Source: an optimization exercise on an open RTL-to-GDS flow (aim: small area and a short achievable clock period). Production flows keep margins and buffers that such runs may drop. The RTL was checked by simulation tests, not by an equivalence proof against the original design. Power is estimated from default activity; no workload was simulated.

==> design/flow/design.v <==
module data_bus #(
  parameter int RAM_WORDS = 64,
  parameter int DEBOUNCE  = 4
) (
  input  logic        clk,
  input  logic        reset,
  input  logic        memwrite,
  input  logic [31:0] addr,
  input  logic [31:0] writedata,
  output logic [31:0] readdata,
  input  logic [4:0]  SW,
  output logic [6:0]  gled,
  output logic [6:0]  gled2,
  output logic [6:0]  gled3,
  output logic [6:0]  gled4
);
  localparam int AW = $clog2(RAM_WORDS);
  localparam int CW = (DEBOUNCE < 2) ? 1 : $clog2(DEBOUNCE);
  logic [31:0]   r_ram [RAM_WORDS];
  logic [15:0]   r_disp;
  logic [4:0]    r_sw_s1;
  logic [4:0]    r_sw_s2;
  logic [4:0]    r_sw_cand;
  logic [CW-1:0] r_db_cnt;
  logic [4:0]    r_swreg;
  logic [31:0]   r_timer;
  logic [31:0]   r_cmp;
  logic          r_match;
  logic                 w_page0;
  logic                 w_ram_blk;    
  logic                 w_per_blk;    
  logic [RAM_WORDS-1:0] w_sel_ram;    
  logic [7:0]           w_sel_per;    
  assign w_page0   = (addr[31:16] == 16'h0000);
  assign w_ram_blk = (addr[31:AW+2] == '0);
  assign w_per_blk = w_page0 && (addr[15:5] == 11'h7F8);
  always_comb begin
    for (int i = 0; i < RAM_WORDS; i++) w_sel_ram[i] = (addr[AW+1:2] == AW'(i));
    for (int i = 0; i < 8; i++)         w_sel_per[i] = (addr[4:2] == 3'(i));
  end
  function automatic logic [6:0] seg7(input logic [3:0] h);
    case (h)
      4'h0: seg7 = 7'b1000000;
      4'h1: seg7 = 7'b1111001;
      4'h2: seg7 = 7'b0100100;
      4'h3: seg7 = 7'b0110000;
      4'h4: seg7 = 7'b0011001;
      4'h5: seg7 = 7'b0010010;
      4'h6: seg7 = 7'b0000010;
      4'h7: seg7 = 7'b1111000;
      4'h8: seg7 = 7'b0000000;
      4'h9: seg7 = 7'b0010000;
      4'hA: seg7 = 7'b0001000;
      4'hB: seg7 = 7'b0000011;
      4'hC: seg7 = 7'b1000110;
      4'hD: seg7 = 7'b0100001;
      4'hE: seg7 = 7'b0000110;
      default: seg7 = 7'b0001110;
    endcase
  endfunction
  logic [15:0] w_disp_shown;
  assign w_disp_shown = reset ? r_disp : 16'h0000;
  assign gled  = seg7(w_disp_shown[3:0]);
  assign gled2 = seg7(w_disp_shown[7:4]);
  assign gled3 = seg7(w_disp_shown[11:8]);
  assign gled4 = seg7(w_disp_shown[15:12]);
  logic [4:0]  w_ps;
  logic [31:0] w_rd_ram;
  logic [31:0] w_rd_per;
  assign w_ps = {5{w_per_blk}} & w_sel_per[4:0];
  always_comb begin
    w_rd_ram = 32'h0;
    for (int i = 0; i < RAM_WORDS; i++) w_rd_ram = w_rd_ram | (r_ram[i] & {32{w_sel_ram[i]}});
    w_rd_per = ({16'h0, r_disp}   & {32{w_ps[0]}})
             | ({27'h0, r_swreg}  & {32{w_ps[1]}})
             | (r_timer           & {32{w_ps[2]}})
             | (r_cmp             & {32{w_ps[3]}})
             | ({31'h0, r_match}  & {32{w_ps[4]}});
    readdata = (w_rd_ram & {32{w_ram_blk}}) | w_rd_per;
  end
  for (genvar i = 0; i < RAM_WORDS; i++) begin : g_ram
    always_ff @(posedge clk) begin
      if (memwrite && w_ram_blk && w_sel_ram[i]) r_ram[i] <= writedata;
    end
  end
  always_ff @(posedge clk) begin
    if (!reset) begin
      r_disp <= 16'h0000;
      r_cmp  <= 32'hFFFF_FFFF;
    end else if (memwrite) begin
      if (w_ps[0]) r_disp <= writedata[15:0];
      if (w_ps[3]) r_cmp  <= writedata;
    end
  end
  always_ff @(posedge clk) begin
    if (!reset) begin
      r_timer <= 32'h0;
      r_match <= 1'b0;
    end else begin
      if (memwrite && w_ps[2]) r_timer <= writedata;
      else                     r_timer <= r_timer + 32'd1;
      if (r_timer == r_cmp)                       r_match <= 1'b1;
      else if (memwrite && w_ps[4] && writedata[0]) r_match <= 1'b0;
    end
  end
  always_ff @(posedge clk) begin
    if (!reset) begin
      r_sw_s1   <= 5'h0;
      r_sw_s2   <= 5'h0;
      r_sw_cand <= 5'h0;
      r_db_cnt  <= '0;
      r_swreg   <= 5'h0;
    end else begin
      r_sw_s1 <= SW;
      r_sw_s2 <= r_sw_s1;
      if (r_sw_s2 == r_swreg) begin
        r_sw_cand <= r_sw_s2;
        r_db_cnt  <= '0;
      end else if (r_sw_s2 != r_sw_cand) begin
        r_sw_cand <= r_sw_s2;
        r_db_cnt  <= CW'(1);
      end else if (r_db_cnt == CW'(DEBOUNCE - 1)) begin
        r_swreg  <= r_sw_s2;
        r_db_cnt <= '0;
      end else begin
        r_db_cnt <= r_db_cnt + 1'b1;
      end
    end
  end
endmodule
==> design/flow/flow/run.sh <==
#!/bin/bash
# Own flow: the standard layout (standard.sh) with these changes:
#  - synthesis reads flow/impl.v, the RTL with its address decode and load path written as
#    explicit standard cells (made by gen/make_impl.py; same registers, same function);
#  - the rest of the logic is mapped with an area-oriented ABC script (flow/abc_area.script);
#    registers, their names and cell types are as in the standard synthesis;
#  - ports are buffered with buf_2 rather than a delay cell;
#  - clock tree synthesis uses larger sink clusters of clkbuf_16 without dummy loads.
# Each tool's output is kept in a log file in this folder.
set -euo pipefail
WORK=$(pwd)
export MY_WORK=$WORK
export MY_ABC_SCRIPT=$WORK/flow/abc_area.script
export CTS_ARGS="-sink_clustering_enable -repair_clock_nets -sink_clustering_size 25 -sink_clustering_max_diameter 100 -buf_list sky130_fd_sc_hd__clkbuf_16 -dont_use_dummy_load"
export BUFFER_PORTS_ARGS="-buffer_cell sky130_fd_sc_hd__buf_2"
sed -e "s#SYNTH_SCRIPT=[^ ]*#SYNTH_SCRIPT=$WORK/flow/my_synth.tcl VERILOG_FILES=$WORK/flow/impl.v#" standard.sh > my_standard.sh
grep -q "my_synth.tcl" my_standard.sh
bash my_standard.sh > flow_make.log 2>&1
for f in orfs/logs/*/data_bus/base/*.log; do cp "$f" "log_$(basename "$f")"; done
test -f out/final.def
==> design/flow/flow/abc_area.script <==
strash
ifraig
scorr
dc2
dch -f
map -a
topo
stime -c
==> design/flow/flow/impl.v <==
// rtl/data_bus.sv - core data bus: word RAM, hex display, debounced switches, timer/compare
module data_bus #(
  parameter int RAM_WORDS = 64,
  parameter int DEBOUNCE  = 4
) (
  input  logic        clk,
  input  logic        reset,
  input  logic        memwrite,
  input  logic [31:0] addr,
  input  logic [31:0] writedata,
  output logic [31:0] readdata,
  input  logic [4:0]  SW,
  output logic [6:0]  gled,
  output logic [6:0]  gled2,
  output logic [6:0]  gled3,
  output logic [6:0]  gled4
);

  localparam int AW = $clog2(RAM_WORDS);
  // Count only has to reach DEBOUNCE-1; the load happens on that cycle.
  localparam int CW = (DEBOUNCE < 2) ? 1 : $clog2(DEBOUNCE);

  logic [31:0]   r_ram [RAM_WORDS];
  logic [15:0]   r_disp;
  logic [4:0]    r_sw_s1;
  logic [4:0]    r_sw_s2;
  logic [4:0]    r_sw_cand;
  logic [CW-1:0] r_db_cnt;
  logic [4:0]    r_swreg;
  logic [31:0]   r_timer;
  logic [31:0]   r_cmp;
  logic          r_match;

  // Address decode. RAM word selects use only the word-index bits addr[7:2]; the block checks
  // (page 0 and the rest of the address) are applied separately, at the end of the load path.
  logic                 w_page0;
  logic                 w_ram_blk;   // addr[31:8] == 0: RAM window
  logic                 w_per_blk;   // addr[31:5] == 0xFF00 >> 5: peripheral window
  logic [RAM_WORDS-1:0] w_sel_ram;   // one-hot on addr[7:2]
  logic [7:0]           w_sel_per;   // one-hot on addr[4:2]

  assign w_page0   = (addr[31:16] == 16'h0000);
  assign w_per_blk = w_page0 && (addr[15:5] == 11'h7F8);
  always_comb begin
    for (int i = 0; i < 8; i++) w_sel_per[i] = (addr[4:2] == 3'(i));
  end

  // RAM window (addr[31:8] all zero) and word lines: 3-bit predecodes of addr[4:2] and
  // addr[7:5], and a NOR4 per word that also takes the window check, so every word line is
  // already gated by the window.
  wire [5:0] c_z;
  wire       c_y0_n, c_y1_n;
  for (genvar m = 0; m < 6; m++) begin : g_blk
    sky130_fd_sc_hd__nor4_1 u_z (.A(addr[8+4*m]), .B(addr[9+4*m]), .C(addr[10+4*m]), .D(addr[11+4*m]), .Y(c_z[m]));
  end
  sky130_fd_sc_hd__nand3_1 u_y0 (.A(c_z[0]), .B(c_z[1]), .C(c_z[2]), .Y(c_y0_n));
  sky130_fd_sc_hd__nand3_1 u_y1 (.A(c_z[3]), .B(c_z[4]), .C(c_z[5]), .Y(c_y1_n));
  sky130_fd_sc_hd__nor2_1  u_rb (.A(c_y0_n), .B(c_y1_n), .Y(w_ram_blk));

  wire [7:2] c_an;
  wire [7:0] c_pa_n;
  wire [7:0] c_pb_n;
  for (genvar k = 2; k < 8; k++) begin : g_ainv
    sky130_fd_sc_hd__inv_1 u_inv (.A(addr[k]), .Y(c_an[k]));
  end
  for (genvar j = 0; j < 8; j++) begin : g_pre
    sky130_fd_sc_hd__nand3_1 u_pa (.A((j % 2) ? addr[2] : c_an[2]), .B(((j / 2) % 2) ? addr[3] : c_an[3]),
                           .C((j / 4) ? addr[4] : c_an[4]), .Y(c_pa_n[j]));
    sky130_fd_sc_hd__nand3_1 u_pb (.A((j % 2) ? addr[5] : c_an[5]), .B(((j / 2) % 2) ? addr[6] : c_an[6]),
                           .C((j / 4) ? addr[7] : c_an[7]), .Y(c_pb_n[j]));
  end
  wire [RAM_WORDS-1:0] c_wl;
  for (genvar i = 0; i < RAM_WORDS; i++) begin : g_wl
    sky130_fd_sc_hd__nor4_1 u_wl (.A(c_pa_n[i % 8]), .B(c_pb_n[i / 8]), .C(c_y0_n), .D(c_y1_n), .Y(c_wl[i]));
  end
  assign w_sel_ram = c_wl;

  // Active-low segments, bit0=a .. bit6=g.
  function automatic logic [6:0] seg7(input logic [3:0] h);
    case (h)
      4'h0: seg7 = 7'b1000000;
      4'h1: seg7 = 7'b1111001;
      4'h2: seg7 = 7'b0100100;
      4'h3: seg7 = 7'b0110000;
      4'h4: seg7 = 7'b0011001;
      4'h5: seg7 = 7'b0010010;
      4'h6: seg7 = 7'b0000010;
      4'h7: seg7 = 7'b1111000;
      4'h8: seg7 = 7'b0000000;
      4'h9: seg7 = 7'b0010000;
      4'hA: seg7 = 7'b0001000;
      4'hB: seg7 = 7'b0000011;
      4'hC: seg7 = 7'b1000110;
      4'hD: seg7 = 7'b0100001;
      4'hE: seg7 = 7'b0000110;
      default: seg7 = 7'b0001110;
    endcase
  endfunction

  // Blank to zeros while reset is held, even before the first reset edge.
  logic [15:0] w_disp_shown;
  assign w_disp_shown = reset ? r_disp : 16'h0000;
  assign gled  = seg7(w_disp_shown[3:0]);
  assign gled2 = seg7(w_disp_shown[7:4]);
  assign gled3 = seg7(w_disp_shown[11:8]);
  assign gled4 = seg7(w_disp_shown[15:12]);

  // Combinational load: AND-OR over one-hot selects; anything unmapped reads as zero.
  logic [4:0]  w_ps;
  assign w_ps = {5{w_per_blk}} & w_sel_per[4:0];
  // Load path per bit: AOI22 over two (gated) word lines, NAND4, NOR3/NOR2, and a final
  // NAND with the register terms.
  for (genvar b = 0; b < 32; b++) begin : g_rd
    wire [31:0] l1;
    wire [7:0]  l2;
    for (genvar g = 0; g < 32; g++) begin : g_l1
      sky130_fd_sc_hd__a22oi_1 u (.A1(c_wl[2*g]), .A2(r_ram[2*g][b]), .B1(c_wl[2*g+1]), .B2(r_ram[2*g+1][b]), .Y(l1[g]));
    end
    for (genvar g = 0; g < 8; g++) begin : g_l2
      sky130_fd_sc_hd__nand4_1 u (.A(l1[4*g]), .B(l1[4*g+1]), .C(l1[4*g+2]), .D(l1[4*g+3]), .Y(l2[g]));
    end
    wire h0_n, h1_n, h2_n;
    sky130_fd_sc_hd__nor3_1 u_l3_0 (.A(l2[0]), .B(l2[1]), .C(l2[2]), .Y(h0_n));
    sky130_fd_sc_hd__nor3_1 u_l3_1 (.A(l2[3]), .B(l2[4]), .C(l2[5]), .Y(h1_n));
    if (b < 5) begin : g_p45
      // four or five register terms: OR them first, then into the last NOR3.
      wire p0_n, p1_n, p;
      if (b == 0) begin : g_p5
        sky130_fd_sc_hd__a222oi_1 u_p0 (.A1(w_ps[0]), .A2(r_disp[b]), .B1(w_ps[1]), .B2(r_swreg[b]),
                                       .C1(w_ps[2]), .C2(r_timer[b]), .Y(p0_n));
        sky130_fd_sc_hd__a22oi_1 u_p1 (.A1(w_ps[3]), .A2(r_cmp[b]), .B1(w_ps[4]), .B2(r_match), .Y(p1_n));
      end else begin : g_p4
        sky130_fd_sc_hd__a22oi_1 u_p0 (.A1(w_ps[0]), .A2(r_disp[b]), .B1(w_ps[1]), .B2(r_swreg[b]), .Y(p0_n));
        sky130_fd_sc_hd__a22oi_1 u_p1 (.A1(w_ps[2]), .A2(r_timer[b]), .B1(w_ps[3]), .B2(r_cmp[b]), .Y(p1_n));
      end
      sky130_fd_sc_hd__nand2_1 u_p (.A(p0_n), .B(p1_n), .Y(p));
      sky130_fd_sc_hd__nor3_1 u_l3_2 (.A(l2[6]), .B(l2[7]), .C(p), .Y(h2_n));
      sky130_fd_sc_hd__nand3_1 u_o (.A(h0_n), .B(h1_n), .C(h2_n), .Y(readdata[b]));
    end else begin : g_p23
      wire p0_n;
      if (b < 16) begin : g_p3
        sky130_fd_sc_hd__a222oi_1 u_p0 (.A1(w_ps[0]), .A2(r_disp[b]), .B1(w_ps[2]), .B2(r_timer[b]),
                                       .C1(w_ps[3]), .C2(r_cmp[b]), .Y(p0_n));
      end else begin : g_p2
        sky130_fd_sc_hd__a22oi_1 u_p0 (.A1(w_ps[2]), .A2(r_timer[b]), .B1(w_ps[3]), .B2(r_cmp[b]), .Y(p0_n));
      end
      sky130_fd_sc_hd__nor2_1 u_l3_2 (.A(l2[6]), .B(l2[7]), .Y(h2_n));
      sky130_fd_sc_hd__nand4_1 u_o (.A(h0_n), .B(h1_n), .C(h2_n), .D(p0_n), .Y(readdata[b]));
    end
  end

  // RAM store; contents survive reset and stores still land while reset is held.
  for (genvar i = 0; i < RAM_WORDS; i++) begin : g_ram
    always_ff @(posedge clk) begin
      if (memwrite && w_ram_blk && w_sel_ram[i]) r_ram[i] <= writedata;
    end
  end

  // Display and compare registers written from the bus.
  always_ff @(posedge clk) begin
    if (!reset) begin
      r_disp <= 16'h0000;
      r_cmp  <= 32'hFFFF_FFFF;
    end else if (memwrite) begin
      if (w_ps[0]) r_disp <= writedata[15:0];
      if (w_ps[3]) r_cmp  <= writedata;
    end
  end

  // Free-running timer with bus load, and sticky MATCH where a set beats a clear.
  always_ff @(posedge clk) begin
    if (!reset) begin
      r_timer <= 32'h0;
      r_match <= 1'b0;
    end else begin
      if (memwrite && w_ps[2]) r_timer <= writedata;
      else                     r_timer <= r_timer + 32'd1;
      if (r_timer == r_cmp)                       r_match <= 1'b1;
      else if (memwrite && w_ps[4] && writedata[0]) r_match <= 1'b0;
    end
  end

  // Switch synchronizer and debouncer: candidate must hold DEBOUNCE cycles to replace SWREG.
  always_ff @(posedge clk) begin
    if (!reset) begin
      r_sw_s1   <= 5'h0;
      r_sw_s2   <= 5'h0;
      r_sw_cand <= 5'h0;
      r_db_cnt  <= '0;
      r_swreg   <= 5'h0;
    end else begin
      r_sw_s1 <= SW;
      r_sw_s2 <= r_sw_s1;
      if (r_sw_s2 == r_swreg) begin
        r_sw_cand <= r_sw_s2;
        r_db_cnt  <= '0;
      end else if (r_sw_s2 != r_sw_cand) begin
        r_sw_cand <= r_sw_s2;
        r_db_cnt  <= CW'(1);
      end else if (r_db_cnt == CW'(DEBOUNCE - 1)) begin
        r_swreg  <= r_sw_s2;
        r_db_cnt <= '0;
      end else begin
        r_db_cnt <= r_db_cnt + 1'b1;
      end
    end
  end

endmodule
==> design/flow/flow/my_synth.tcl <==
# Standard synthesis (synth_recipe.tcl, unchanged) with one difference: the combinational
# mapping step uses an area-oriented ABC script (flow/abc_area.script). Registers, their
# names and cell types are exactly as in the standard synthesis.
proc abc {args} {
  set i [lsearch -exact $args -script]
  if {$i >= 0} { lset args [expr {$i+1}] $::env(MY_ABC_SCRIPT) }
  puts "own flow: abc $args"
  yosys abc {*}$args
}
source $::env(MY_WORK)/synth_recipe.tcl
==> design/flow/standard.sh <==
#!/bin/bash
# synth_recipe.tcl (not shown) runs the flow's synth.tcl, then flattens the netlist and writes it again
# the make line also repeats each setting of config.mk as NAME=value (left out here)
make -C /OpenROAD-flow-scripts/flow DESIGN_CONFIG=/design/flow/config.mk WORK_HOME=/design/flow/orfs CLKGATE_MAP_FILE= SYNTH_SCRIPT=/design/flow/synth_recipe.tcl "${@:-finish}"
==> design/flow/config.mk <==
export PLATFORM = sky130hd
export DESIGN_NAME = data_bus
export DESIGN_NICKNAME = data_bus
export VERILOG_FILES = /design/flow/design.v
export SDC_FILE = /design/flow/constraint.sdc
export NUM_CORES = 4
export LEC_CHECK = 0
export CAP_MARGIN = 5
export CORE_MARGIN = 2
export CORE_UTILIZATION = 55
export SETUP_SLACK_MARGIN = 1.5
export SLEW_MARGIN = 5
==> design/flow/constraint.sdc <==
create_clock -name core_clock -period 7.0 [get_ports {clk}]
set_input_delay 1.4000 -clock core_clock [delete_from_list [all_inputs] [get_ports {clk}]]
set_output_delay 1.4000 -clock core_clock [all_outputs]
set_load 0.01 [all_outputs]
==> flow_summary.toml, run 1 <==
[pwr]
internal_power_uw = 16570
p_sw_uw = 4038
p_total_uw = 20610
sw_frac_of_total_pct = 19.59
p_leak_uw = 0.02738
power_frac_seq_pct = 68.2
pwr-share-clk_pct = 29.9
p_per_area_mw_per_mm2 = 229.7
peakVddDrop_mv = 0.2156
power_frac_comb_pct = 1.9

[synth]
synth_cells = 4469
async_flop_share_pct = 0
yosysMostFrequentCell = "edfxtp_1"
synth_top_area_share_pct = 78.61
syn_nets = 4567
ys_top_cells_by_area = "edfxtp_1 (79%), a22oi_1 (10%), dfxtp_1 (2.6%)"
ys.flop_type = "edfxtp_1"
synth.distinct_cells = 32
synth_warnings = 2
yosys-top-cells-count = "edfxtp_1 (2048), a22oi_1 (1054), nand4_1 (296)"
ys_ff_latch = 2151
yosysTopAreaCell = "edfxtp_1"
avgSynthCellArea_um2 = 17.51
syn-cell-area_mm2 = 0.07824
synth-edff-count = 2048
ys_seq_area_share_pct = 81.24

[worst_setup_path]
crit_type = "in2out"
crit_chain = "buf_8 > nor4_4 > clkbuf_16 > nand3_4 > buf_12 > buf_12 > nor4_4 > clkbuf_16 > buf_12 > buf_12 > a22oi_2 > nand4_1 > nor3_2 > buf_4 > nand4_1 > buf_6 > buf_6"
end_kind = "output pin"
start_kind = "primary input"
crit_fanout = 7
cp.arrival_ps = 4250
path_common_cell = "buf_12"
required_ps = 5600
max_stage_delay_ps = 340
slowest_stage = "nor4_4"

[clocking]
cts_tree = "built"
cts_made_buffers = 96
cts_root_buffer = "clkbuf_16"
clkSlewWorstSetupHoldPaths_ps = 90
clockBufferDepth = 3
clk_latency_ps = 740
cts_sinks = 2151
postCtsHoldBufs = 0
htreeDepth = 3

[placed_design]
place_ws_ps = 686.0
port_buffers = 129
routabilityCongestion = 0.9001
dpl.hpwl_um = 129000

[global_routing]
grt_pass1_vias = 42710
gr-usage-all-layers_pct = 31.85
gr-total-overflow = 0
grt_pass1_wl_um = 326000
grt_max_degree = 71
antenna_found_initial = 11

[sta]
maxSlewHeadroom_pct = 16.42
hold_viol = 0
slew_viol_final = 0
timing.final.crit_period_ps = 5654
fin_worst_skew_ps = 41.02
fmax_mhz = 176.9
finalSetupTns_ps = 0
rsz0062_at_grt = "true"
whs_ps = 404.9
setup-violations-final = 0
layout_setup_ws_ps = 1346
min_period_over_period_pct = 80.78
worst_slew_pin_slew_ps = 1251

[hold_path]
min_path_type = "reg2reg"

[job]
cap_violations = 0

[finish]
fin_nets = 5147
area_delta_synth_final_pct = 14.71
drive_above_1_share_pct = 15.77

[drt]
wire_per_inst_um = 34.29
drt-total-wl_um = 237900
drc = 0
drt-initial-drc-count = 6817
ant_nets = 0
vias = 47040
drt_first_pass_iters = 8
avgViaCountPerCell = 6.778

[die]
rows = 138
dieArea_mm2 = 0.1453
die_y_um = 381.2
ios = 132
core_mm2 = 0.1414
die_w_um = 381.2
start_util_pct = 55.32

[outcome]
outcome = "timing/DRC/antenna clean"
## layer usage
metal  share of wire [%]  GRT usage [%]
met5                   0              0
met4                 2.5          8.132
met3                  10          5.079
met2                  47          49.38
met1                  41          47.67
## area by class of cell
class / instances / area [um^2]
repair buffers: 480 / 4942
fillers: 9983 / 51670
multi-input cells: 2151 / 15820
well taps: 1890 / 2365
clock buffers: 96 / 2402
flip-flops and latches: 2151 / 63560
inverters: 169 / 645.6
diodes: 2 / 5.005
## flip-flops by register name (all words and copies together), names as in the netlist
name       cells
r_sw_s1        5
r_sw_cand      5
r_swreg        5
r_cmp         32
r_disp        16
r_db_cnt       2
r_ram       2048
r_timer       32
r_match        1
r_sw_s2        5
## stage by stage
stage / instance area (um^2) / instances / utilization (%)
after CTS: 88420 / 6887 / 62.53
after global placement: 84490 / 6728 / 59.75
after global routing: 89740 / 6937 / 63.46
final: 89740 / 6939 / 63.46
after floorplan: 78260 / 4469 / -
after detailed placement: 84490 / 6728 / 59.75
## worst max-delay path: cells and delay by family
kind | cells | cell delay (ps)
AO/OA/AOI/OAI | 1 | 50
AND/OR/NAND/NOR | 6 | 1190
buffers and inverters | 10 | 1570
## path summary, 6_finish.rpt
path	cells past startpoint	startpoint	endpoint	slack, ps
worst max-delay path	17	addr[28]	readdata[31]	1350
worst min-delay path	2	r_sw_s1[4]$_SDFF_PN0_	r_sw_s2[4]$_SDFF_PN0_	400
worst max register to register	18	r_timer[0]$_SDFF_PN0_	r_timer[31]$_SDFF_PN0_	3130
worst min register to register	2	r_sw_s1[4]$_SDFF_PN0_	r_sw_s2[4]$_SDFF_PN0_	400
## cells by family after synthesis
| family | share of synthesized area [%] |
|---|---|
| flops | 81.24 |
| compound gates | 11.53 |
| simple gates | 5.511 |
| buf+inv | 0.8108 |
| xor+xnor | 0.4926 |
| fa+ha+maj | 0.4158 |
## power groups by stage
| stage | Combinational [uW] | Sequential (uW) | Clock [uW] |
|---|---|---|---|
| 6_report | 386 | 14100 | 6160 |
| 4_1_cts | 366 | 14100 | 6220 |
| 5_1_grt | 404 | 14100 | 6580 |
| 3_5_place_dp | 344 | 14400 | 0 |
| 2_1_floorplan | 33.5 | 14400 | 0 |
| 3_3_place_gp | 333 | 14400 | 0 |
## layout by cell type (no fill, tap or decap), types with 6 or more instances in the layout
cell type	n
a211oi_1	6
a21oi_1	58
a222oi_1	12
a22oi_1	1035
a22oi_2	19
a32oi_1	8
buf_12	48
buf_2	104
buf_4	223
buf_6	62
buf_8	6
bufbuf_16	17
clkbuf_16	111
clkinv_1	161
dfxtp_1	103
edfxtp_1	2048
ha_1	26
nand2_1	151
nand3_1	44
nand3_4	15
nand4_1	296
nor2_1	94
nor2_4	64
nor3_1	47
nor3_2	31
nor3_4	8
nor4_1	12
nor4_2	37
nor4_4	34
o211ai_1	6
o21ai_0	66
o22ai_1	11
o32ai_1	9
xnor2_1	27
xor2_1	17
## repair_timing
item                                    in CTS  in global routing
hold endpoints to repair                     0                  0
endpoints found under the setup margin      32                 33
gates cloned                                21                 11
pin swaps                                   32                 71
buffers inserted                            42                 39
gates resized for setup                    141                145
==> inputs of run 2 (changes only) <==
--- a/design/flow/flow/impl.v
+++ b/design/flow/flow/impl.v
@@ -45,9 +45,8 @@
     for (int i = 0; i < 8; i++) w_sel_per[i] = (addr[4:2] == 3'(i));
   end
 
-  // RAM window (addr[31:8] all zero) and word lines: 3-bit predecodes of addr[4:2] and
-  // addr[7:5], and a NOR4 per word that also takes the window check, so every word line is
-  // already gated by the window.
+  // RAM window (addr[31:8] all zero), applied late in the load path, and word lines: 3-bit
+  // predecodes of addr[4:2] and addr[7:5], and a NOR2 per word.
   wire [5:0] c_z;
   wire       c_y0_n, c_y1_n;
   for (genvar m = 0; m < 6; m++) begin : g_blk
@@ -71,7 +70,7 @@
   end
   wire [RAM_WORDS-1:0] c_wl;
   for (genvar i = 0; i < RAM_WORDS; i++) begin : g_wl
-    sky130_fd_sc_hd__nor4_1 u_wl (.A(c_pa_n[i % 8]), .B(c_pb_n[i / 8]), .C(c_y0_n), .D(c_y1_n), .Y(c_wl[i]));
+    sky130_fd_sc_hd__nor2_1 u_wl (.A(c_pa_n[i % 8]), .B(c_pb_n[i / 8]), .Y(c_wl[i]));
   end
   assign w_sel_ram = c_wl;
 
@@ -108,8 +107,8 @@
   // Combinational load: AND-OR over one-hot selects; anything unmapped reads as zero.
   logic [4:0]  w_ps;
   assign w_ps = {5{w_per_blk}} & w_sel_per[4:0];
-  // Load path per bit: AOI22 over two (gated) word lines, NAND4, NOR3/NOR2, and a final
-  // NAND with the register terms.
+  // Load path per bit: AOI22 over two word lines, NAND4, OAI31/OAI21 with the RAM
+  // window, and a final NAND4 with the register terms.
   for (genvar b = 0; b < 32; b++) begin : g_rd
     wire [31:0] l1;
     wire [7:0]  l2;
@@ -119,34 +118,28 @@
     for (genvar g = 0; g < 8; g++) begin : g_l2
       sky130_fd_sc_hd__nand4_1 u (.A(l1[4*g]), .B(l1[4*g+1]), .C(l1[4*g+2]), .D(l1[4*g+3]), .Y(l2[g]));
     end
-    wire h0_n, h1_n, h2_n;
-    sky130_fd_sc_hd__nor3_1 u_l3_0 (.A(l2[0]), .B(l2[1]), .C(l2[2]), .Y(h0_n));
-    sky130_fd_sc_hd__nor3_1 u_l3_1 (.A(l2[3]), .B(l2[4]), .C(l2[5]), .Y(h1_n));
-    if (b < 5) begin : g_p45
-      // four or five register terms: OR them first, then into the last NOR3.
-      wire p0_n, p1_n, p;
-      if (b == 0) begin : g_p5
-        sky130_fd_sc_hd__a222oi_1 u_p0 (.A1(w_ps[0]), .A2(r_disp[b]), .B1(w_ps[1]), .B2(r_swreg[b]),
-                                       .C1(w_ps[2]), .C2(r_timer[b]), .Y(p0_n));
-        sky130_fd_sc_hd__a22oi_1 u_p1 (.A1(w_ps[3]), .A2(r_cmp[b]), .B1(w_ps[4]), .B2(r_match), .Y(p1_n));
-      end else begin : g_p4
-        sky130_fd_sc_hd__a22oi_1 u_p0 (.A1(w_ps[0]), .A2(r_disp[b]), .B1(w_ps[1]), .B2(r_swreg[b]), .Y(p0_n));
-        sky130_fd_sc_hd__a22oi_1 u_p1 (.A1(w_ps[2]), .A2(r_timer[b]), .B1(w_ps[3]), .B2(r_cmp[b]), .Y(p1_n));
-      end
-      sky130_fd_sc_hd__nand2_1 u_p (.A(p0_n), .B(p1_n), .Y(p));
-      sky130_fd_sc_hd__nor3_1 u_l3_2 (.A(l2[6]), .B(l2[7]), .C(p), .Y(h2_n));
-      sky130_fd_sc_hd__nand3_1 u_o (.A(h0_n), .B(h1_n), .C(h2_n), .Y(readdata[b]));
-    end else begin : g_p23
-      wire p0_n;
-      if (b < 16) begin : g_p3
-        sky130_fd_sc_hd__a222oi_1 u_p0 (.A1(w_ps[0]), .A2(r_disp[b]), .B1(w_ps[2]), .B2(r_timer[b]),
-                                       .C1(w_ps[3]), .C2(r_cmp[b]), .Y(p0_n));
-      end else begin : g_p2
-        sky130_fd_sc_hd__a22oi_1 u_p0 (.A1(w_ps[2]), .A2(r_timer[b]), .B1(w_ps[3]), .B2(r_cmp[b]), .Y(p0_n));
-      end
-      sky130_fd_sc_hd__nor2_1 u_l3_2 (.A(l2[6]), .B(l2[7]), .Y(h2_n));
-      sky130_fd_sc_hd__nand4_1 u_o (.A(h0_n), .B(h1_n), .C(h2_n), .D(p0_n), .Y(readdata[b]));
-    end
+    wire h0_n, h1_n, h2_n, p_n;
+    sky130_fd_sc_hd__o31ai_1 u_l3_0 (.A1(l2[0]), .A2(l2[1]), .A3(l2[2]), .B1(w_ram_blk), .Y(h0_n));
+    sky130_fd_sc_hd__o31ai_1 u_l3_1 (.A1(l2[3]), .A2(l2[4]), .A3(l2[5]), .B1(w_ram_blk), .Y(h1_n));
+    sky130_fd_sc_hd__o21ai_1 u_l3_2 (.A1(l2[6]), .A2(l2[7]), .B1(w_ram_blk), .Y(h2_n));
+    if (b == 0) begin : g_p5
+      wire p0_n, p1_n;
+      sky130_fd_sc_hd__a222oi_1 u_p0 (.A1(w_ps[0]), .A2(r_disp[b]), .B1(w_ps[1]), .B2(r_swreg[b]),
+                                     .C1(w_ps[2]), .C2(r_timer[b]), .Y(p0_n));
+      sky130_fd_sc_hd__a22oi_1 u_p1 (.A1(w_ps[3]), .A2(r_cmp[b]), .B1(w_ps[4]), .B2(r_match), .Y(p1_n));
+      sky130_fd_sc_hd__and2_1 u_p (.A(p0_n), .B(p1_n), .X(p_n));
+    end else if (b < 5) begin : g_p4
+      wire p0_n, p1_n;
+      sky130_fd_sc_hd__a22oi_1 u_p0 (.A1(w_ps[0]), .A2(r_disp[b]), .B1(w_ps[1]), .B2(r_swreg[b]), .Y(p0_n));
+      sky130_fd_sc_hd__a22oi_1 u_p1 (.A1(w_ps[2]), .A2(r_timer[b]), .B1(w_ps[3]), .B2(r_cmp[b]), .Y(p1_n));
+      sky130_fd_sc_hd__and2_1 u_p (.A(p0_n), .B(p1_n), .X(p_n));
+    end else if (b < 16) begin : g_p3
+      sky130_fd_sc_hd__a222oi_1 u_p0 (.A1(w_ps[0]), .A2(r_disp[b]), .B1(w_ps[2]), .B2(r_timer[b]),
+                                     .C1(w_ps[3]), .C2(r_cmp[b]), .Y(p_n));
+    end else begin : g_p2
+      sky130_fd_sc_hd__a22oi_1 u_p0 (.A1(w_ps[2]), .A2(r_timer[b]), .B1(w_ps[3]), .B2(r_cmp[b]), .Y(p_n));
+    end
+    sky130_fd_sc_hd__nand4_1 u_o (.A(h0_n), .B(h1_n), .C(h2_n), .D(p_n), .Y(readdata[b]));
   end
 
   // RAM store; contents survive reset and stores still land while reset is held.
--- a/design/flow/config.mk
+++ b/design/flow/config.mk
@@ -8,5 +8,5 @@
 export CAP_MARGIN = 5
 export CORE_MARGIN = 2
 export CORE_UTILIZATION = 55
-export SETUP_SLACK_MARGIN = 1.5
+export SETUP_SLACK_MARGIN = 2.0
 export SLEW_MARGIN = 5
==> flow_summary.toml, run 2 <==
[placed_design]
port_buffers = 129
routabilityCongestion = 0.9133
dpl.hpwl_um = 133700

[die]
die_w_um = 381.3
die_y_um = 381.3
ios = 132
start_util_pct = 55.36
rows = 138
dieArea_mm2 = 0.1454
core_mm2 = 0.1414

[worst_setup_path]
required_ps = 5600
r2r_cells = 18
r2r_setup_slack_ps = 3110
worstSetupStartpoint = "addr[7]"
cp.arrival_ps = 4170
start_kind = "primary input"
reg2reg_from = "r_timer[0]$_SDFF_PN0_"
end_kind = "output pin"
crit_type = "in2out"
rr_endpoint = "r_timer[31]$_SDFF_PN0_"
crit_fanout = 7

[global_routing]
grtUsageMet3_pct = 5.930
grt_use_met2_pct = 49.33
top_usage_layer = "met2"
gr-total-overflow = 0
antenna_found_initial = 11
grt_pass1_wl_um = 336100
gr-usage-all-layers_pct = 32.66
grt_pass1_vias = 44020
grt_max_degree = 70
use_met1_pct = 49.16

[clocking]
clkSlewWorstSetupHoldPaths_ps = 100
cts_root_buffer = "clkbuf_16"
clk_latency_ps = 740
cts_tree = "built"
cts_sinks = 2151
cts_made_buffers = 96
htreeDepth = 3
clockBufferDepth = 3
postCtsHoldBufs = 0

[hold_path]
min_path_cells = 2
min_from = "r_sw_s1[4]$_SDFF_PN0_"
min_path_type = "reg2reg"
whs_endpoint = "r_sw_s2[4]$_SDFF_PN0_"

[synth]
async_flop_share_pct = 0
synth_compound_area_share_pct = 12.34
synth.distinct_cells = 35
ys.flop_type = "edfxtp_1"
synth_top_family_by_area = "compound AO/OA/AOI/OAI gates"
yosysMostFrequentCell = "edfxtp_1"
synth_top_area_share_pct = 78.55
synth_adder_area_share_pct = 0.4155
ys_ff_latch = 2151
synth_cells = 4469
synth_warnings = 2
synthMuxAreaShare_pct = 0
syn-cell-area_mm2 = 0.07829
ys_top_cells_by_area = "edfxtp_1 (79%), a22oi_1 (10%), dfxtp_1 (2.6%)"
avgSynthCellArea_um2 = 17.52
synthXorXnorAreaFrac_pct = 0.4922
ys_seq_area_share_pct = 81.19
yosys-top-cells-count = "edfxtp_1 (2048), a22oi_1 (1054), nand4_1 (301)"
yosysTopAreaCell = "edfxtp_1"
synth-edff-count = 2048
syn_nets = 4567
synthSimpleGateAreaFrac_pct = 4.756

[drt]
ant_nets = 0
drt-initial-drc-count = 7144
drt_first_pass_iters = 5
vias = 47740
drc = 0
drt-total-wl_um = 240900
wire_per_inst_um = 34.09
avgViaCountPerCell = 6.757

[pwr]
p_per_area_mw_per_mm2 = 229.8
p_leak_uw = 0.02743
peakVddDrop_mv = 0.2141

[sta]
fmax_mhz = 179.5
whs_ps = 409.9
slew_viol_final = 0
maxSlewHeadroom_pct = 17.56
fin_worst_skew_ps = 24.22
setup-violations-final = 0
min_period_over_period_pct = 79.61
worst_slew_pin_slew_ps = 1234
finalSetupTns_ps = 0
rsz0062_at_grt = "true"
hold_viol = 0
timing.final.crit_period_ps = 5572

[finish]
fin_nets = 5272
final_common_cell = "edfxtp_1"
largest_register = "r_ram"
layout_common_cells = "edfxtp_1 (2048), a22oi_1 (906), buf_4 (313), nand4_1 (301), clkinv_1 (161)"
drive_above_1_share_pct = 20.84
largest_register_ffs = 2048
area_delta_synth_final_pct = 16.57
top_regs = "r_ram (2048), r_cmp (32), r_timer (32)"

[job]
cap_violations = 0

[outcome]
outcome = "timing/DRC/antenna clean"
## run 2: cell count changes after synthesis
| cell | delta |
|---|---|
| nand2_1 | -5 |
| and2_1 | +5 |
| o31ai_1 | +64 |
| nor4_1 | -64 |
| o21ai_1 | +32 |
| nand4_1 | +5 |
| nand3_1 | -5 |
| nor3_1 | -69 |
| nor2_1 | +37 |
## run 2: metrics by stage
stage               area [um^2]  total power, uW  utilization, %  std cells  setup slack, ps
finish                    91260            20970           64.54       7065             1428
global route              91250            21410           64.53       7062             1480
CTS                       90150            20970           63.75       7010             1631
detailed placement        84240            14910           59.57       6733            503.3
global placement          84240            14900           59.57       6733            478.6
floorplan                 78310            14480               -       4469             1319
## run 2: per-layer routing
| metal | part of all wire [%] | wire [um] |
|---|---|---|
| met5 | 0.014 | 33 |
| met4 | 3.2 | 7588 |
| met3 | 11 | 25790 |
| met2 | 46 | 109900 |
| met1 | 41 | 97570 |
## run 2: report_power, final
part / total, uW / internal, uW / switching [uW]
Sequential: 14100 / 14100 / 4.99
Clock: 6210 / 2460 / 3750
Combinational: 701 / 172 / 529
Total: 21000 / 16700 / 4280
## run 2: worst max-delay path: stages
cell and delay [ps]:
buf_12 90, clkinvlp_4 140, buf_12 160, nand3_4 110, buf_6 150, buf_16 150, buf_12 120, nor2_4 70
buf_2 190, a22oi_1 170, nand4_1 330, o31ai_4 410, nand4_1 370, buf_2 270
## run 2: timing repair
| item | 4_1_cts | 5_1_grt |
|---|---|---|
| cloned | 49 | 0 |
| resized for setup | 339 | 149 |
| buffers inserted | 132 | 52 |
| setup endpoints to repair | 33 | 32 |
| pin swaps | 206 | 150 |
## run 2: cells by family after synthesis
family	count (synthesis)
compound gates	1333
xor+xnor	44
fa+ha+maj	26
buf+inv	169
flops	2151
simple gates	746
## run 2: area by class of cell
type	count	area (um^2)
Fill cell	9892	50150
Timing Repair Buffer	570	5340
Antenna cell	3	7.507
Clock buffer	96	2402
Tap cell	1890	2365
Multi-Input combinational cell	2186	16930
Inverter	169	660.6
Sequential cell	2151	63560
## run 2: worst max-delay path by stage
stage	end	slack, ps	cells past startpoint
3_3_place_gp	readdata[16]	480	10
5_1_grt	readdata[30]	1480	14
4_1_cts	readdata[24]	1630	10
3_5_place_dp	readdata[16]	500	10
6_report	readdata[30]	1430	14
2_1_floorplan	r_ram[0][0]$_DFFE_PP_	1320	5
==> inputs of run 3 (changes only) <==
--- a/design/flow/flow/run.sh
+++ b/design/flow/flow/run.sh
@@ -4,7 +4,7 @@
 #    explicit standard cells (made by gen/make_impl.py; same registers, same function);
 #  - the rest of the logic is mapped with an area-oriented ABC script (flow/abc_area.script);
 #    registers, their names and cell types are as in the standard synthesis;
-#  - ports are buffered with buf_2 rather than a delay cell;
+#  - ports are buffered with buf_4 rather than a delay cell;
 #  - clock tree synthesis uses larger sink clusters of clkbuf_16 without dummy loads.
 # Each tool's output is kept in a log file in this folder.
 set -euo pipefail
@@ -12,7 +12,7 @@
 export MY_WORK=$WORK
 export MY_ABC_SCRIPT=$WORK/flow/abc_area.script
 export CTS_ARGS="-sink_clustering_enable -repair_clock_nets -sink_clustering_size 25 -sink_clustering_max_diameter 100 -buf_list sky130_fd_sc_hd__clkbuf_16 -dont_use_dummy_load"
-export BUFFER_PORTS_ARGS="-buffer_cell sky130_fd_sc_hd__buf_2"
+export BUFFER_PORTS_ARGS="-buffer_cell sky130_fd_sc_hd__buf_4"
 sed -e "s#SYNTH_SCRIPT=[^ ]*#SYNTH_SCRIPT=$WORK/flow/my_synth.tcl VERILOG_FILES=$WORK/flow/impl.v#" standard.sh > my_standard.sh
 grep -q "my_synth.tcl" my_standard.sh
 bash my_standard.sh > flow_make.log 2>&1
--- a/design/flow/flow/impl.v
+++ b/design/flow/flow/impl.v
@@ -60,17 +60,17 @@
   wire [7:0] c_pa_n;
   wire [7:0] c_pb_n;
   for (genvar k = 2; k < 8; k++) begin : g_ainv
-    sky130_fd_sc_hd__inv_1 u_inv (.A(addr[k]), .Y(c_an[k]));
+    sky130_fd_sc_hd__inv_4 u_inv (.A(addr[k]), .Y(c_an[k]));
   end
   for (genvar j = 0; j < 8; j++) begin : g_pre
-    sky130_fd_sc_hd__nand3_1 u_pa (.A((j % 2) ? addr[2] : c_an[2]), .B(((j / 2) % 2) ? addr[3] : c_an[3]),
+    sky130_fd_sc_hd__nand3_4 u_pa (.A((j % 2) ? addr[2] : c_an[2]), .B(((j / 2) % 2) ? addr[3] : c_an[3]),
                            .C((j / 4) ? addr[4] : c_an[4]), .Y(c_pa_n[j]));
-    sky130_fd_sc_hd__nand3_1 u_pb (.A((j % 2) ? addr[5] : c_an[5]), .B(((j / 2) % 2) ? addr[6] : c_an[6]),
+    sky130_fd_sc_hd__nand3_4 u_pb (.A((j % 2) ? addr[5] : c_an[5]), .B(((j / 2) % 2) ? addr[6] : c_an[6]),
                            .C((j / 4) ? addr[7] : c_an[7]), .Y(c_pb_n[j]));
   end
   wire [RAM_WORDS-1:0] c_wl;
   for (genvar i = 0; i < RAM_WORDS; i++) begin : g_wl
-    sky130_fd_sc_hd__nor2_1 u_wl (.A(c_pa_n[i % 8]), .B(c_pb_n[i / 8]), .Y(c_wl[i]));
+    sky130_fd_sc_hd__nor2_4 u_wl (.A(c_pa_n[i % 8]), .B(c_pb_n[i / 8]), .Y(c_wl[i]));
   end
   assign w_sel_ram = c_wl;
 
@@ -119,9 +119,9 @@
       sky130_fd_sc_hd__nand4_1 u (.A(l1[4*g]), .B(l1[4*g+1]), .C(l1[4*g+2]), .D(l1[4*g+3]), .Y(l2[g]));
     end
     wire h0_n, h1_n, h2_n, p_n;
-    sky130_fd_sc_hd__o31ai_1 u_l3_0 (.A1(l2[0]), .A2(l2[1]), .A3(l2[2]), .B1(w_ram_blk), .Y(h0_n));
-    sky130_fd_sc_hd__o31ai_1 u_l3_1 (.A1(l2[3]), .A2(l2[4]), .A3(l2[5]), .B1(w_ram_blk), .Y(h1_n));
-    sky130_fd_sc_hd__o21ai_1 u_l3_2 (.A1(l2[6]), .A2(l2[7]), .B1(w_ram_blk), .Y(h2_n));
+    sky130_fd_sc_hd__o31ai_2 u_l3_0 (.A1(l2[0]), .A2(l2[1]), .A3(l2[2]), .B1(w_ram_blk), .Y(h0_n));
+    sky130_fd_sc_hd__o31ai_2 u_l3_1 (.A1(l2[3]), .A2(l2[4]), .A3(l2[5]), .B1(w_ram_blk), .Y(h1_n));
+    sky130_fd_sc_hd__o21ai_2 u_l3_2 (.A1(l2[6]), .A2(l2[7]), .B1(w_ram_blk), .Y(h2_n));
     if (b == 0) begin : g_p5
       wire p0_n, p1_n;
       sky130_fd_sc_hd__a222oi_1 u_p0 (.A1(w_ps[0]), .A2(r_disp[b]), .B1(w_ps[1]), .B2(r_swreg[b]),
@@ -139,7 +139,7 @@
     end else begin : g_p2
       sky130_fd_sc_hd__a22oi_1 u_p0 (.A1(w_ps[2]), .A2(r_timer[b]), .B1(w_ps[3]), .B2(r_cmp[b]), .Y(p_n));
     end
-    sky130_fd_sc_hd__nand4_1 u_o (.A(h0_n), .B(h1_n), .C(h2_n), .D(p_n), .Y(readdata[b]));
+    sky130_fd_sc_hd__nand4_4 u_o (.A(h0_n), .B(h1_n), .C(h2_n), .D(p_n), .Y(readdata[b]));
   end
 
   // RAM store; contents survive reset and stores still land while reset is held.
--- a/design/flow/config.mk
+++ b/design/flow/config.mk
@@ -8,5 +8,5 @@
 export CAP_MARGIN = 5
 export CORE_MARGIN = 2
 export CORE_UTILIZATION = 55
-export SETUP_SLACK_MARGIN = 2.0
+export SETUP_SLACK_MARGIN = 2.5
 export SLEW_MARGIN = 5
==> flow_summary.toml, run 3 <==
[outcome]
outcome = "timing/DRC/antenna clean"

[pwr]
power_frac_comb_pct = 3.7
p_sw_uw = 4367
power_frac_seq_pct = 66.7
p_leak_uw = 0.02765
internal_power_uw = 16710
sw_frac_of_total_pct = 20.72
peakVddDrop_mv = 0.2435
p_per_area_mw_per_mm2 = 226.8
pwr-share-clk_pct = 29.6

[worst_setup_path]
cpLargestDelayFamily = "simple AND/OR/NAND/NOR gates"
critical_path_buf_inv_count = 6
max_stage_delay_ps = 610
crit_type = "in2out"
end_kind = "output pin"
cp.arrival_ps = 3820
start_kind = "primary input"
slowest_stage = "o31ai_4"
crit_fanout = 8
crit_chain = "buf_16 > inv_8 > nand3_4 > buf_6 > buf_12 > buf_4 > nor2_4 > a22oi_2 > nand4_1 > o31ai_4 > nand4_4 > buf_6"
required_ps = 5600
path_common_cell = "buf_6"

[synth]
ys.flop_type = "edfxtp_1"
synth_warnings = 2
syn-cell-area_mm2 = 0.07991
ys_top_cells_by_area = "edfxtp_1 (77%), a22oi_1 (9.9%), dfxtp_1 (2.6%)"
synth_compound_area_share_pct = 12.64
yosysMostFrequentCell = "edfxtp_1"
synth_top_area_share_pct = 76.96
yosys-top-cells-count = "edfxtp_1 (2048), a22oi_1 (1054), nand4_1 (269)"
ys_seq_area_share_pct = 79.55
yosysTopAreaCell = "edfxtp_1"
async_flop_share_pct = 0
synthSimpleGateAreaFrac_pct = 6.113
avgSynthCellArea_um2 = 17.88
ys_ff_latch = 2151
synth-edff-count = 2048
synth_adder_area_share_pct = 0.4071
syn_nets = 4567
synth.distinct_cells = 38
synth_cells = 4469
synthXorXnorAreaFrac_pct = 0.4823
synth_top_family_by_area = "compound AO/OA/AOI/OAI gates"
synthMuxAreaShare_pct = 0

[drt]
vias = 48840
drc = 0
wire_per_inst_um = 36.35
drt-total-wl_um = 256800
avgViaCountPerCell = 6.913
drt-initial-drc-count = 7637
drt_first_pass_iters = 9
ant_nets = 0

[placed_design]
dpl.hpwl_um = 133200
routabilityCongestion = 0.8798
post_dp_cell_area_mm2 = 0.08467
place_ws_ps = 1184
port_buffers = 129

[clocking]
cts_tree = "built"
cts_sinks = 2151
clkSlewWorstSetupHoldPaths_ps = 90
cts_made_buffers = 96
postCtsHoldBufs = 0
clockBufferDepth = 3
cts_root_buffer = "clkbuf_16"
htreeDepth = 3
clk_latency_ps = 750

[finish]
largest_register_ffs = 2048
fin_area_mm2 = 0.09294
final_common_cell = "edfxtp_1"
layout_common_cells = "edfxtp_1 (2048), a22oi_1 (948), buf_4 (332), nand4_1 (269), nor2_4 (186)"
top_regs = "r_ram (2048), r_cmp (32), r_timer (32)"
drive_above_1_share_pct = 21.37
fin_nets = 5261
area_delta_synth_final_pct = 16.31
largest_register = "r_ram"

[hold_path]
min_path_type = "reg2reg"

[die]
die_y_um = 385.2
start_util_pct = 55.56
rows = 139
dieArea_mm2 = 0.1483
ios = 132
core_mm2 = 0.1438
die_w_um = 385.2

[global_routing]
antenna_found_initial = 9
gr-usage-all-layers_pct = 34.21
grt_max_degree = 71
grt_pass1_vias = 45210
gr-total-overflow = 0
grt_pass1_wl_um = 352600

[sta]
timing.final.crit_period_ps = 5222
fmax_mhz = 191.5
hold_viol = 0
min_period_over_period_pct = 74.60
setup-violations-final = 0
maxSlewHeadroom_pct = 20.88
fin_worst_skew_ps = 23.36
rsz0062_at_grt = "true"
worst_slew_pin_slew_ps = 1184
layout_setup_ws_ps = 1778
slew_viol_final = 0

[job]
cap_violations = 0
## run 3: final timing paths
kind / startpoint / end / slack [ps] / depth (start not counted)
worst max-delay path: addr[7] / readdata[12] / 1780 / 12
worst min-delay path: r_sw_s1[2]$_SDFF_PN0_ / r_sw_s2[2]$_SDFF_PN0_ / 410 / 2
worst max register to register: r_timer[0]$_SDFF_PN0_ / r_timer[31]$_SDFF_PN0_ / 3370 / 18
worst min register to register: r_sw_s1[2]$_SDFF_PN0_ / r_sw_s2[2]$_SDFF_PN0_ / 410 / 2
## run 3: per-layer routing
layer | GRT usage (%) | up-vias | routed length (um)
met3 | 5.860 | 422 | 27780
met1 | 49.05 | 25060 | 98770
li1 | - | 20240 | -
met4 | 12.33 | 0 | 10430
met2 | 53.28 | 3112 | 119900
met5 | 0 | - | 0
## run 3: stage by stage
step	total power, uW	hold slack, ps	setup TNS, ps	util, %	std cells
2_1_floorplan	14510	383.3	-990660	-	4469
3_3_place_gp	14910	395.1	0	58.87	6618
3_5_place_dp	14920	392.0	0	58.87	6618
4_1_cts	21050	405.7	0	64.06	7020
5_1_grt	21490	414.9	0	64.62	7064
6_report	21080	405.0	0	64.62	7065
## run 3: power by group through the flow
stage | Combinational (uW) | Sequential, uW | Clock (uW)
after global routing | 790 | 14100 | 6630
after floorplan | 155 | 14400 | 0
after global placement | 553 | 14400 | 0
after CTS | 742 | 14100 | 6240
after detailed placement | 564 | 14400 | 0
final | 772 | 14100 | 6240
## run 3: kinds of logic (layout without fill, tap and decap cells)
logic type	after synthesis	in the layout
other cells	0	1
simple gates	746	816
flops	2151	2151
xor+xnor	44	44
fa+ha+maj	26	26
buf+inv	169	791
compound gates	1333	1333
## run 3: cell type report
cell class                 count  area [um^2]
antenna                        1        2.502
inverter                     169        691.9
timing repair buffer         526         5784
clock buffer                  96         2402
fill                        9959        50890
tap                         1903         2381
multi-input combinational   2219        18120
sequential                  2151        63560
## run 3: worst register-to-register path, stage by stage, from the launching register on
cell	delay [ps]
dfxtp_1	470
nand3_1	230
nor3b_1	350
nand2_1	90
nor2_1	170
nand3_1	170
nor4_1	390
nand3_1	220
nor2_1	200
clkinv_1	100
nor2_1	110
clkinv_1	90
nor2_1	100
clkinv_1	100
nor2_1	170
nand2_1	140
nor3_1	200
xnor2_1	150
a21oi_1	80
## run 3: timing repair
action,in CTS,in global routing
resized for setup,356,86
buffers inserted,226,39
pin swaps,263,104
setup endpoints to repair,60,39
endpoints found under the hold margin,0,0
gates cloned,80,5
==> inputs of run 4 (changes only) <==
--- a/design/flow/flow/impl.v
+++ b/design/flow/flow/impl.v
@@ -107,21 +107,26 @@
   // Combinational load: AND-OR over one-hot selects; anything unmapped reads as zero.
   logic [4:0]  w_ps;
   assign w_ps = {5{w_per_blk}} & w_sel_per[4:0];
-  // Load path per bit: AOI22 over two word lines, NAND4, OAI31/OAI21 with the RAM
-  // window, and a final NAND4 with the register terms.
+  // Load path per bit: AOI222 over three word lines at a time, NAND4/NAND3, OAI21 with the
+  // RAM window, and a final NAND4 with the register terms.
   for (genvar b = 0; b < 32; b++) begin : g_rd
-    wire [31:0] l1;
-    wire [7:0]  l2;
-    for (genvar g = 0; g < 32; g++) begin : g_l1
-      sky130_fd_sc_hd__a22oi_1 u (.A1(c_wl[2*g]), .A2(r_ram[2*g][b]), .B1(c_wl[2*g+1]), .B2(r_ram[2*g+1][b]), .Y(l1[g]));
-    end
-    for (genvar g = 0; g < 8; g++) begin : g_l2
+    wire [21:0] l1;
+    wire [5:0]  l2;
+    wire        h0_n, h1_n, h2_n, p_n;
+    for (genvar g = 0; g < 21; g++) begin : g_l1
+      sky130_fd_sc_hd__a222oi_1 u (.A1(c_wl[3*g]),   .A2(r_ram[3*g][b]),
+                                  .B1(c_wl[3*g+1]), .B2(r_ram[3*g+1][b]),
+                                  .C1(c_wl[3*g+2]), .C2(r_ram[3*g+2][b]), .Y(l1[g]));
+    end
+    sky130_fd_sc_hd__nand2_1 u_l1_21 (.A(c_wl[63]), .B(r_ram[63][b]), .Y(l1[21]));
+    for (genvar g = 0; g < 4; g++) begin : g_l2
       sky130_fd_sc_hd__nand4_1 u (.A(l1[4*g]), .B(l1[4*g+1]), .C(l1[4*g+2]), .D(l1[4*g+3]), .Y(l2[g]));
     end
-    wire h0_n, h1_n, h2_n, p_n;
-    sky130_fd_sc_hd__o31ai_2 u_l3_0 (.A1(l2[0]), .A2(l2[1]), .A3(l2[2]), .B1(w_ram_blk), .Y(h0_n));
-    sky130_fd_sc_hd__o31ai_2 u_l3_1 (.A1(l2[3]), .A2(l2[4]), .A3(l2[5]), .B1(w_ram_blk), .Y(h1_n));
-    sky130_fd_sc_hd__o21ai_2 u_l3_2 (.A1(l2[6]), .A2(l2[7]), .B1(w_ram_blk), .Y(h2_n));
+    sky130_fd_sc_hd__nand3_1 u_l2_4 (.A(l1[16]), .B(l1[17]), .C(l1[18]), .Y(l2[4]));
+    sky130_fd_sc_hd__nand3_1 u_l2_5 (.A(l1[19]), .B(l1[20]), .C(l1[21]), .Y(l2[5]));
+    sky130_fd_sc_hd__o21ai_2 u_l3_0 (.A1(l2[0]), .A2(l2[1]), .B1(w_ram_blk), .Y(h0_n));
+    sky130_fd_sc_hd__o21ai_2 u_l3_1 (.A1(l2[2]), .A2(l2[3]), .B1(w_ram_blk), .Y(h1_n));
+    sky130_fd_sc_hd__o21ai_2 u_l3_2 (.A1(l2[4]), .A2(l2[5]), .B1(w_ram_blk), .Y(h2_n));
     if (b == 0) begin : g_p5
       wire p0_n, p1_n;
       sky130_fd_sc_hd__a222oi_1 u_p0 (.A1(w_ps[0]), .A2(r_disp[b]), .B1(w_ps[1]), .B2(r_swreg[b]),
==> flow_summary.toml, run 4 <==
[drt]
wire_per_inst_um = 37.38
drc = 0
vias = 46960
avgViaCountPerCell = 7.101
ant_nets = 0
drt-total-wl_um = 247200
drt_first_pass_iters = 14
drt-initial-drc-count = 10160

[placed_design]
routabilityCongestion = 0.8627
dpl.hpwl_um = 123900
port_buffers = 129
placedCellCount = 6205
post_dp_cell_area_mm2 = 0.08296
place_ws_ps = 1331

[synth]
synth_cells = 4085
yosys-top-cells-count = "edfxtp_1 (2048), a222oi_1 (684), nand2_1 (179)"
ys.flop_type = "edfxtp_1"
syn_nets = 4183
synth_top_area_share_pct = 78.50
syn-cell-area_mm2 = 0.07834
yosysTopAreaCell = "edfxtp_1"
synth-edff-count = 2048
ys_seq_area_share_pct = 81.13
avgSynthCellArea_um2 = 19.18
ys_ff_latch = 2151
ys_top_cells_by_area = "edfxtp_1 (78%), a222oi_1 (8.7%), dfxtp_1 (2.6%)"
yosysMostFrequentCell = "edfxtp_1"
synth_warnings = 2
async_flop_share_pct = 0
synth.distinct_cells = 37

[hold_path]
min_path_cells = 2
min_from = "r_sw_s1[1]$_SDFF_PN0_"
min_path_type = "reg2reg"
whs_endpoint = "r_sw_s2[1]$_SDFF_PN0_"

[job]
cap_violations = 0

[clocking]
cts_made_buffers = 96
clkSlewWorstSetupHoldPaths_ps = 90
cts_root_buffer = "clkbuf_16"
clockBufferDepth = 3
postCtsHoldBufs = 0
cts_sinks = 2151
htreeDepth = 3
cts_tree = "built"
clk_latency_ps = 750

[sta]
timing.final.crit_period_ps = 5247
worst_slew_pin_slew_ps = 1229
rsz0062_at_grt = "true"
slew_viol_final = 0
hold_viol = 0
fin_worst_skew_ps = 39.25
maxSlewHeadroom_pct = 17.88
whs_ps = 406.0
layout_setup_ws_ps = 1753
setup-violations-final = 0
fmax_mhz = 190.6
min_period_over_period_pct = 74.95

[die]
die_w_um = 381.4
start_util_pct = 55.40
core_mm2 = 0.1414
die_y_um = 381.4
dieArea_mm2 = 0.1455
ios = 132
rows = 138

[worst_setup_path]
slowest_stage = "o21ai_4"
max_stage_delay_ps = 440
required_ps = 5600
r2r_cells = 18
crit_fanout = 6
end_kind = "output pin"
rr_endpoint = "r_timer[31]$_SDFF_PN0_"
crit_chain = "buf_16 > inv_8 > nand3_4 > buf_12 > buf_16 > nor2_4 > buf_12 > a222oi_1 > nand4_1 > o21ai_4 > nand4_4 > buf_6"
crit_type = "in2out"
cp.arrival_ps = 3850
reg2reg_from = "r_timer[0]$_SDFF_PN0_"
start_kind = "primary input"
r2r_setup_slack_ps = 3080

[finish]
layout_common_cells = "edfxtp_1 (2048), a222oi_1 (684), buf_4 (302), nor2_4 (186), nand2_1 (177)"
largest_register_ffs = 2048
final_common_cell = "edfxtp_1"
area_delta_synth_final_pct = 15.30
fin_area_mm2 = 0.09033
fin_nets = 4824
n_antenna_cell = 0
fill_cells = 9810
drive_above_1_share_pct = 19.96
final_cells = 6614
top_regs = "r_ram (2048), r_cmp (32), r_timer (32)"
largest_register = "r_ram"
final_core_util_pct = 63.88

[pwr]
peakVddDrop_mv = 0.2264
p_leak_uw = 0.02744
p_per_area_mw_per_mm2 = 232.4

[global_routing]
antenna_found_initial = 7
grt_pass1_vias = 43050
grt_max_degree = 71
gr-total-overflow = 0
grt_pass1_wl_um = 336100
gr-usage-all-layers_pct = 33.11

[outcome]
outcome = "timing/DRC/antenna clean"
run 4: changes by cell type after synthesis:
| cell | previous run | this run |
|---|---|---|
| a22oi_1 | 1054 | 30 |
| a222oi_1 | 12 | 684 |
| nand4_1 | 269 | 141 |
| nand3_1 | 38 | 102 |
| o21ai_2 | 32 | 96 |
| o31ai_2 | 64 | 0 |
| nand2_1 | 147 | 179 |
run 4: cells by family after synthesis:
logic type	after synthesis	share of synthesized area [%]
AOI/OAI and AO/OA	981	11.36
xor gates and xnor gates	44	0.4919
DFF	2151	81.13
adders and majority gates	26	0.4152
and+or+nand+nor	714	5.775
buffers and inverters	169	0.8289
run 4: area by class of cell:
class | count | area (um^2) | area share [%]
sequential | 2151 | 63560 | 70.36
inverter | 169 | 679.4 | 0.7521
clock buffer | 96 | 2402 | 2.659
timing repair buffer | 481 | 5453 | 6.036
multi-input combinational | 1827 | 15870 | 17.57
tap | 1890 | 2365 | 2.618
run 4: power breakdown:
| part | internal [uW] | leakage (uW) | switching (uW) |
|---|---|---|---|
| combinational | 194 | 0.00703 | 561 |
| sequential | 14100 | 0.0192 | 4.82 |
| clock | 2460 | 0.00118 | 3720 |
| total | 16700 | 0.0274 | 4290 |
run 4: through the flow:
stage / total power, uW / TNS, ps
final: 21000 / 0
after global routing: 21440 / 0
after CTS: 20960 / 0
after detailed placement: 14910 / 0
after global placement: 14900 / 0
after floorplan: 14520 / -976310
run 4: worst max-delay path, delay by kind of cell:
kind	cells	cell delay, ps
and+or+nand+nor	4	840
AOI/OAI and AO/OA	2	780
buffers and inverters	6	780
run 4: worst max-delay path by stage:
stage                     cells after the start                     end  slack, ps  startpoint
after CTS                                    12            readdata[28]       1840     addr[2]
after global placement                       10            readdata[28]       1330     addr[3]
after global routing                         12            readdata[28]       1760     addr[3]
after floorplan                               5  r_ram[11][0]$_DFFE_PP_       -480    addr[12]
after detailed placement                     10             readdata[0]       1330     addr[3]
final                                        12            readdata[19]       1750     addr[7]
run 4: per-layer routing:
metal	global-route usage [%]	wire, um	part of all wire [%]	vias to the layer above
met2	51.73	115400	47	3066
met4	11.53	9665	3.9	2
li1	-	-	-	19330
met5	0	7	0.0028	-
met1	47.19	92170	37	24240
met3	6.222	29950	12	323
run 4: repair_timing:
action	4_1_cts	5_1_grt
pin swaps	202	96
endpoints found under the hold margin	0	0
setup endpoints to repair	56	38
resized for setup	241	58
setup buffers	187	49
cloned	71	6
==> inputs of run 5 (changes only) <==
--- a/design/flow/flow/impl.v
+++ b/design/flow/flow/impl.v
@@ -73,6 +73,23 @@
     sky130_fd_sc_hd__nor2_4 u_wl (.A(c_pa_n[i % 8]), .B(c_pb_n[i / 8]), .Y(c_wl[i]));
   end
   assign w_sel_ram = c_wl;
+
+  // RAM write enables: their own predecode (off the load path's word lines), with the store
+  // and the RAM window check folded into the addr[7:5] predecode.
+  wire       c_wr;
+  wire [7:0] c_wpa_n;
+  wire [7:0] c_wpb_n;
+  wire [RAM_WORDS-1:0] c_we;
+  sky130_fd_sc_hd__and2_1 u_wr (.A(memwrite), .B(w_ram_blk), .X(c_wr));
+  for (genvar j = 0; j < 8; j++) begin : g_wpre
+    sky130_fd_sc_hd__nand3_1 u_pa (.A((j % 2) ? addr[2] : c_an[2]), .B(((j / 2) % 2) ? addr[3] : c_an[3]),
+                           .C((j / 4) ? addr[4] : c_an[4]), .Y(c_wpa_n[j]));
+    sky130_fd_sc_hd__nand4_1 u_pb (.A((j % 2) ? addr[5] : c_an[5]), .B(((j / 2) % 2) ? addr[6] : c_an[6]),
+                           .C((j / 4) ? addr[7] : c_an[7]), .D(c_wr), .Y(c_wpb_n[j]));
+  end
+  for (genvar i = 0; i < RAM_WORDS; i++) begin : g_we
+    sky130_fd_sc_hd__nor2_1 u_we (.A(c_wpa_n[i % 8]), .B(c_wpb_n[i / 8]), .Y(c_we[i]));
+  end
 
   // Active-low segments, bit0=a .. bit6=g.
   function automatic logic [6:0] seg7(input logic [3:0] h);
@@ -150,7 +167,7 @@
   // RAM store; contents survive reset and stores still land while reset is held.
   for (genvar i = 0; i < RAM_WORDS; i++) begin : g_ram
     always_ff @(posedge clk) begin
-      if (memwrite && w_ram_blk && w_sel_ram[i]) r_ram[i] <= writedata;
+      if (c_we[i]) r_ram[i] <= writedata;
     end
   end
 
--- a/design/flow/config.mk
+++ b/design/flow/config.mk
@@ -8,5 +8,5 @@
 export CAP_MARGIN = 5
 export CORE_MARGIN = 2
 export CORE_UTILIZATION = 55
-export SETUP_SLACK_MARGIN = 2.5
+export SETUP_SLACK_MARGIN = 1.8
 export SLEW_MARGIN = 5
==> flow_summary.toml, run 5 <==
[finish]
layout_common_cells = "edfxtp_1 (2048), a222oi_1 (684), buf_4 (319), nand2_1 (157), nor2_4 (157)"
multi_input_area_mm2 = 0.01558
drive_above_1_share_pct = 18.40
fin_area_mm2 = 0.08862
fill_cells = 9881
fin_nets = 4715
largest_register = "r_ram"
final_common_cell = "edfxtp_1"

[worst_setup_path]
max_stage_delay_ps = 470
rr_endpoint = "r_timer[31]$_SDFF_PN0_"
path_common_cell = "buf_4"
crit_fanout = 14
r2r_setup_slack_ps = 3560
crit_chain = "buf_16 > inv_6 > nand3_4 > buf_4 > nor2_4 > buf_12 > a222oi_1 > nand4_1 > o21ai_4 > nand4_4 > buf_4"
end_kind = "output pin"
start_kind = "primary input"
reg2reg_from = "r_timer[0]$_SDFF_PN0_"
critical_path_buf_inv_count = 5
cp.arrival_ps = 3870
slowest_stage = "o21ai_4"
r2r_cells = 12
crit_type = "in2out"

[global_routing]
top_usage_layer = "met2"
use_met1_pct = 46.07
grt_pass1_vias = 43050
grt_max_degree = 68
antenna_found_initial = 2
grtUsageMet3_pct = 5.819

[synth]
ys_seq_area_share_pct = 81.21
avgSynthCellArea_um2 = 19.31
yosysTopAreaCell = "edfxtp_1"
syn_nets = 4152
ys_top_cells_by_area = "edfxtp_1 (79%), a222oi_1 (8.7%), dfxtp_1 (2.6%)"
ys_ff_latch = 2151
synth_top_area_share_pct = 78.57
yosys-top-cells-count = "edfxtp_1 (2048), a222oi_1 (684), nand2_1 (158)"
syn-cell-area_mm2 = 0.07827
synth_warnings = 2

[sta]
finalSetupTns_ps = 0
slew_viol_final = 0
min_period_over_period_pct = 75.35
setup-violations-final = 0
fin_worst_skew_ps = 54.84
hold_viol = 0
maxSlewHeadroom_pct = 22.17
worst_slew_pin_slew_ps = 1165
timing.final.crit_period_ps = 5275
layout_setup_ws_ps = 1725

[die]
dieArea_mm2 = 0.1453
die_w_um = 381.2
rows = 138
ios = 132

[clocking]
cts_sinks = 2151
clkSlewWorstSetupHoldPaths_ps = 100
cts_tree = "built"
clk_latency_ps = 750
postCtsHoldBufs = 0

[hold_path]
min_path_type = "reg2reg"
whs_endpoint = "r_sw_s2[2]$_SDFF_PN0_"

[drt]
drt-total-wl_um = 240200
wire_per_inst_um = 36.92
drt_first_pass_iters = 14
ant_nets = 0
drt-initial-drc-count = 9340

[pwr]
peakVddDrop_mv = 0.1879
p_leak_uw = 0.02684

[job]
cap_violations = 0

[outcome]
outcome = "timing/DRC/antenna clean"

[placed_design]
dpl.hpwl_um = 124100
routabilityCongestion = 0.8574
port_buffers = 129
[run 5: cell type report]
cell class	instances	share of cell area, %
antenna	1	0.002824
clock buffer	96	2.711
inverter	117	0.5422
multi-input combinational	1833	17.58
sequential	2151	71.72
tap	1890	2.668
timing repair buffer	418	4.775
[run 5: stage by stage]
| step | hold slack, ps | std cells |
|---|---|---|
| 5_1_grt | 427.5 | 6505 |
| 3_5_place_dp | 396.8 | 6197 |
| 4_1_cts | 406.8 | 6457 |
| 2_1_floorplan | 383.3 | 4054 |
| 3_3_place_gp | 394.2 | 6197 |
| 6_report | 400.2 | 6506 |
[run 5: timing repair]
action	4_1_cts	5_1_grt
buffers inserted	120	38
gates cloned	44	10
gates resized for setup	111	57
endpoints found under the setup margin	32	32
pin swaps	111	74
[run 5: power breakdown]
group | internal (uW) | switching (uW) | total, uW
Clock | 2460 | 3680 | 6140
Sequential | 14100 | 4.78 | 14100
Combinational | 170 | 556 | 726
[run 5: logic make-up (layout without fill, tap and decap cells)]
family / count (synthesis) / count (layout) / synth area share (%)
buffers and inverters: 117 / 631 / 0.5803
and+or+nand+nor: 718 / 765 / 5.852
AOI/OAI and AO/OA: 999 / 999 / 11.46
DFF: 2151 / 2151 / 81.21
adders and majority gates: 26 / 26 / 0.4156
xor gates and xnor gates: 43 / 43 / 0.4812
other: 0 / 1 / 0
[run 5: worst max path at each step]
| stage | start | to | slack (ps) | cells past startpoint |
|---|---|---|---|---|
| 2_1_floorplan | addr[24] | r_ram[0][0]$_DFFE_PP_ | 1080 | 6 |
| 3_3_place_gp | addr[7] | readdata[16] | 1210 | 10 |
| 3_5_place_dp | addr[7] | readdata[16] | 1220 | 10 |
| 4_1_cts | addr[7] | readdata[16] | 1790 | 11 |
| 5_1_grt | addr[7] | readdata[2] | 1780 | 12 |
| 6_report | addr[6] | readdata[19] | 1730 | 11 |
[run 5: layer usage]
layer	share of wire [%]	wire length, um
met4	4.1	9730
met2	46	110400
met5	0	0
met1	38	91440
met3	12	28590
[run 5: tightest hold or removal path: cells and delay by family, from the launching register on]
| family | cells | cell delay (ps) |
|---|---|---|
| flops | 1 | 310 |
| buf+inv | 1 | 40 |
| simple gates | 1 | 30 |

Re-timed with assumed drivers on the ports (clkbuf_16 on the clock, buf_2 on other inputs), run 5 has 1.496 ns of setup slack against 1.725 ns with ideal ports, and 1.372 ns once port delays also move by the mid clock arrival of 0.807 ns.
